From an optimization exercise on the open Yosys and OpenROAD flow, aimed at small area; shortcuts taken in it are not production practice. RTL that was checked went through simulation tests only; none was proved equivalent to the original. Power and IR drop assume default switching activity. The clock port is modelled as an ideal driver; clocking choices that lean on that would not hold on a real chip.

==> flow/design.v <==
`default_nettype none
module dcache_top (
  input  logic        CLK,
  input  logic        nRST,
  input  logic        cpu_ren,
  input  logic        cpu_wen,
  input  logic        cpu_halt,
  input  logic [31:0] cpu_addr,
  input  logic [31:0] cpu_store,
  output logic        cpu_hit,
  output logic [31:0] cpu_load,
  output logic        cpu_flushed,
  output logic        mem_ren,
  output logic        mem_wen,
  output logic [31:0] mem_addr,
  output logic [31:0] mem_store,
  input  logic        dwait,
  input  logic [31:0] dload
);
  localparam logic [3:0] IDLE    = 4'b0000;
  localparam logic [3:0] WB0     = 4'b0100;
  localparam logic [3:0] WB1     = 4'b0101;
  localparam logic [3:0] FILL0   = 4'b0010;
  localparam logic [3:0] FILL1   = 4'b0011;
  localparam logic [3:0] FCHK    = 4'b1000;
  localparam logic [3:0] FW0     = 4'b1100;
  localparam logic [3:0] FW1     = 4'b1101;
  localparam logic [3:0] FLUSHED = 4'b1001;
  logic [3:0]  state_q, state_d;
  logic [3:0]  cnt_q, cnt_d;    
  logic        st_flush, st_wen, st_ren, st_second, st_idle;
  assign st_flush  = state_q[3];
  assign st_wen    = state_q[2];
  assign st_ren    = state_q[1];
  assign st_second = state_q[0];
  assign st_idle   = (state_q == IDLE);
  logic [25:0] req_tag;
  logic [2:0]  req_index;
  logic        req_word;
  logic        req;
  assign req_tag   = cpu_addr[31:6];
  assign req_index = cpu_addr[5:3];
  assign req_word  = cpu_addr[2];
  assign req       = cpu_ren | cpu_wen;
  logic [15:0]       valid_q;    
  logic [15:0]       dirty_q;
  logic [15:0][25:0] tag_q;
  logic [7:0]        lru_q;      
  logic [31:0][31:0] data_q;     
  logic [2:0]  idx;
  assign idx = st_flush ? cnt_q[3:1] : req_index;
  function automatic logic sel8(input logic [7:0] x, input logic [7:0] oh);
    sel8 = ((x[0] & oh[0]) | (x[1] & oh[1]) | (x[2] & oh[2])) |
           ((x[3] & oh[3]) | (x[4] & oh[4]) | (x[5] & oh[5])) |
           ((x[6] & oh[6]) | (x[7] & oh[7]));
  endfunction
  logic [7:0]  set_oh;
  logic        v0, v1, d0, d1, lru;
  logic [25:0] t0, t1;
  always_comb
  begin
    for (int i = 0; i < 8; i++)
      set_oh[i] = (idx == 3'(i));
    v0  = sel8(valid_q[7:0], set_oh);
    v1  = sel8(valid_q[15:8], set_oh);
    d0  = sel8(dirty_q[7:0], set_oh);
    d1  = sel8(dirty_q[15:8], set_oh);
    lru = sel8(lru_q, set_oh);
    for (int b = 0; b < 26; b++)
    begin
      t0[b] = sel8({tag_q[7][b], tag_q[6][b], tag_q[5][b], tag_q[4][b],
                    tag_q[3][b], tag_q[2][b], tag_q[1][b], tag_q[0][b]}, set_oh);
      t1[b] = sel8({tag_q[15][b], tag_q[14][b], tag_q[13][b], tag_q[12][b],
                    tag_q[11][b], tag_q[10][b], tag_q[9][b], tag_q[8][b]}, set_oh);
    end
  end
  logic m0, m1, hit;
  assign m0  = v0 && (t0 == req_tag);
  assign m1  = v1 && (t1 == req_tag);
  assign hit = m0 | m1;
  logic way;
  assign way = st_idle ? m1 : cnt_q[0];
  logic victim_way, need_wb;
  assign victim_way = !v0 ? 1'b0 : !v1 ? 1'b1 : lru;
  assign need_wb    = v0 && v1 && (lru ? d1 : d0);
  logic        rd_word;
  logic [31:0] rd_data;
  assign rd_word = st_wen ? st_second : req_word;
  logic [3:0]        col_oh;
  logic [31:0]       word_oh;
  logic [10:0][31:0] grp;
  always_comb
  begin
    for (int c = 0; c < 4; c++)
      col_oh[c] = ({way, rd_word} == 2'(c));
    for (int i = 0; i < 32; i++)
      word_oh[i] = set_oh[i[3:1]] & col_oh[{i[4], i[0]}];
    for (int k = 0; k < 11; k++)
    begin
      grp[k] = '0;
      for (int j = 0; j < 3; j++)
        if (3 * k + j < 32)
          grp[k] = grp[k] | (data_q[3 * k + j] & {32{word_oh[3 * k + j]}});
    end
  end
  assign rd_data = ((grp[0] | grp[1]) | (grp[2] | grp[3])) |
                   ((grp[4] | grp[5]) | (grp[6] | grp[7])) |
                   ((grp[8] | grp[9]) | grp[10]);
  logic [25:0] sel_tag;
  assign sel_tag = cnt_q[0] ? t1 : t0;
  assign cpu_load    = rd_data;
  assign mem_store   = rd_data;
  assign mem_ren     = st_ren;
  assign mem_wen     = st_wen;
  assign cpu_flushed = (state_q == FLUSHED);
  assign mem_addr    = {st_wen ? sel_tag : req_tag, idx,
                        st_wen ? st_second : (req_word ^ st_second), 2'b00};
  logic hit_now;
  assign hit_now = st_idle && req && hit;
  assign cpu_hit = hit_now || (st_ren && st_second && !dwait);
  logic        we;
  logic        wr_word;
  logic [31:0] wr_data;
  assign we      = st_ren || (hit_now && cpu_wen);
  assign wr_word = req_word ^ st_second;
  assign wr_data = (cpu_wen && !st_second) ? cpu_store : dload;
  logic [15:0] line_sel;
  for (genvar l = 0; l < 16; l++)
  begin : g_sel
    assign line_sel[l] = ({way, idx} == 4'(l));
  end
  for (genvar l = 0; l < 16; l++)
  begin : g_line
    always_ff @(posedge CLK, negedge nRST)
    begin
      if (!nRST)
        valid_q[l] <= 1'b0;
      else if (line_sel[l] && we)
        valid_q[l] <= 1'b1;
      else if (line_sel[l] && st_flush)
        valid_q[l] <= 1'b0;
    end
    always_ff @(posedge CLK)
    begin
      if (line_sel[l] && we)
      begin
        dirty_q[l] <= cpu_wen;
        tag_q[l]   <= req_tag;
      end
    end
    for (genvar w = 0; w < 2; w++)
    begin : g_word
      always_ff @(posedge CLK)
      begin
        if (line_sel[l] && we && wr_word == 1'(w))
          data_q[{l, 1'(w)}] <= wr_data;
      end
    end
  end
  for (genvar s = 0; s < 8; s++)
  begin : g_lru
    always_ff @(posedge CLK)
    begin
      if (idx == 3'(s) && (hit_now || st_ren))
        lru_q[s] <= !way;
    end
  end
  always_ff @(posedge CLK, negedge nRST)
  begin
    if (!nRST)
      state_q <= IDLE;
    else
      state_q <= state_d;
  end
  always_ff @(posedge CLK)
  begin
    cnt_q <= cnt_d;
  end
  logic line_done;
  assign line_done = (state_q == FCHK && !(cnt_q[0] ? v1 && d1 : v0 && d0))
                  || (state_q == FW1 && !dwait);
  always_comb
  begin
    state_d = state_q;
    cnt_d   = cnt_q;
    case (state_q)
      IDLE:
      begin
        cnt_d = {3'b000, req && victim_way};
        if (req)
        begin
          if (!hit)
            state_d = need_wb ? WB0 : FILL0;
        end
        else if (cpu_halt)
          state_d = FCHK;
      end
      WB0:     if (!dwait) state_d = WB1;
      WB1:     if (!dwait) state_d = FILL0;
      FILL0:   if (!dwait) state_d = FILL1;
      FILL1:   if (!dwait) state_d = IDLE;
      FCHK:    if (!line_done) state_d = FW0;
      FW0:     if (!dwait) state_d = FW1;
      FW1:     ;  
      FLUSHED: state_d = FLUSHED;
      default: state_d = IDLE;
    endcase
    if (line_done)
    begin
      cnt_d   = cnt_q + 4'd1;
      state_d = (cnt_q == 4'd15) ? FLUSHED : FCHK;
    end
  end
endmodule
`default_nettype wire
clock: 12.0 ns
lec_check: 0
abc_area: 1
cap_margin: 5
core_margin: 2
core_utilization: 65
place_density: 0.75
slew_margin: 5
standard.sh (not shown) runs the stock make flow with config.mk's settings and CLKGATE_MAP_FILE= SYNTH_SCRIPT=/design/flow/synth_recipe.tcl, a recipe that flattens the netlist after the stock synthesis.
==> flow/flow/run.sh <==
#!/bin/bash
# Own layout flow: the standard ORFS flow (standard.sh) with two changes to
# synthesis, which otherwise runs synth_recipe.tcl unchanged:
#  - yosys synth also gets -noabc (no generic ABC pass before mapping), so the
#    RTL's and-or structure reaches the final mapping;
#  - the final ABC mapping uses flow/abc_amap.script (area-oriented).
# Extra make variables (port buffer cell, CTS options) come from flow/extra.mk.
# Every tool's output goes to a log of its own in this folder.
set -euo pipefail
W=$PWD
{
  cat <<'TCL'
# map combinational logic with flow/abc_amap.script instead of ORFS's script
proc abc {args} {
  set i [lsearch -exact $args -script]
  if {$i >= 0} { lset args [expr {$i + 1}] $::env(FLOW_ABC_SCRIPT) }
  yosys abc {*}$args
}
TCL
  sed 's/yosys synth -nofsm -noshare /yosys synth -nofsm -noshare -noabc /' synth_recipe.tcl
} > own_synth.tcl
grep -q -- '-nofsm -noshare -noabc' own_synth.tcl
export FLOW_ABC_SCRIPT=$W/flow/abc_amap.script
EXTRA=(SYNTH_SCRIPT=$W/own_synth.tcl)
if [[ -f flow/extra.mk ]]; then
  while read -r line; do [[ -n "$line" ]] && EXTRA+=("$line"); done < flow/extra.mk
fi
bash standard.sh "${EXTRA[@]}" synth > synth.log 2>&1
bash standard.sh "${EXTRA[@]}" finish > layout.log 2>&1
==> flow/flow/abc_amap.script <==
strash
dch
amap
==> flow/flow/extra.mk <==
BUFFER_PORTS_ARGS=-buffer_cell sky130_fd_sc_hd__buf_1
CTS_ARGS=-sink_clustering_enable -repair_clock_nets -dont_use_dummy_load -buf_list sky130_fd_sc_hd__clkbuf_16 -sink_clustering_size 30 -sink_clustering_max_diameter 80
Then changed:
--- a/flow/design.v
+++ b/flow/design.v
@@ -84,30 +84,30 @@
   assign victim_way = !v0 ? 1'b0 : !v1 ? 1'b1 : lru;
   assign need_wb    = v0 && v1 && (lru ? d1 : d0);
   logic        rd_word;
   logic [31:0] rd_data;
   assign rd_word = st_wen ? st_second : req_word;
-  logic [3:0]        col_oh;
-  logic [31:0]       word_oh;
-  logic [10:0][31:0] grp;
+  logic [15:0]          word_oh;
+  logic [1:0][5:0][31:0] grp;
+  logic [1:0][31:0]     way_data;
   always_comb
   begin
-    for (int c = 0; c < 4; c++)
-      col_oh[c] = ({way, rd_word} == 2'(c));
-    for (int i = 0; i < 32; i++)
-      word_oh[i] = set_oh[i[3:1]] & col_oh[{i[4], i[0]}];
-    for (int k = 0; k < 11; k++)
-    begin
-      grp[k] = '0;
-      for (int j = 0; j < 3; j++)
-        if (3 * k + j < 32)
-          grp[k] = grp[k] | (data_q[3 * k + j] & {32{word_oh[3 * k + j]}});
-    end
-  end
-  assign rd_data = ((grp[0] | grp[1]) | (grp[2] | grp[3])) |
-                   ((grp[4] | grp[5]) | (grp[6] | grp[7])) |
-                   ((grp[8] | grp[9]) | grp[10]);
+    for (int i = 0; i < 16; i++)
+      word_oh[i] = set_oh[i[3:1]] & (rd_word == i[0]);
+    for (int w = 0; w < 2; w++)
+    begin
+      for (int k = 0; k < 6; k++)
+      begin
+        grp[w][k] = '0;
+        for (int j = 0; j < 3; j++)
+          if (3 * k + j < 16)
+            grp[w][k] = grp[w][k] | (data_q[16 * w + 3 * k + j] & {32{word_oh[3 * k + j]}});
+      end
+      way_data[w] = (grp[w][0] | grp[w][1]) | (grp[w][2] | grp[w][3]) | (grp[w][4] | grp[w][5]);
+    end
+  end
+  assign rd_data = way ? way_data[1] : way_data[0];
   logic [25:0] sel_tag;
   assign sel_tag = cnt_q[0] ? t1 : t0;
   assign cpu_load    = rd_data;
   assign mem_store   = rd_data;
   assign mem_ren     = st_ren;
=> Area after synthesis barely changes. Setup slack gains 460 ps. Fmax rises by 4.2%. Final cell count barely changes. Sequential cell count is unchanged. Power falls by 2.0%. Synthesized cell count falls by 1.5%. Die area hardly moves. Design area rises by 0.33%.
The RTL of the second run of this note was laid out without a check of its function.

re-timing with driven ports:
How much do the figures lean on ideal ports? The routed layouts below were timed once more, with nothing changed but the port constraints. Step 1: set_driving_cell puts a clkbuf_16 on CLK and a buf_2 on each other input, an assumption about the parent block. Step 2 moves the port delays by t, midway between the first and last clock arrival at a register: inputs arrive t later, outputs are due t later. That takes back most of the time a late clock gives input paths. Three values: ideal ports, drivers, drivers and shift; two values: the first two.
run	t (ns)	setup WS [ns]	worst setup path at the end	cell pins on the clock port's net
the first run	0.718	0.524 / 0.502 / 0.502	input to output	1
the second run	0.722	0.982 / 0.955 / 0.955	input to output	1
After both steps setup and hold are still met in every run listed. The setup slack of the second run, which loses most, moves by -0.027 ns with the drivers and by -0.027 ns with both steps.
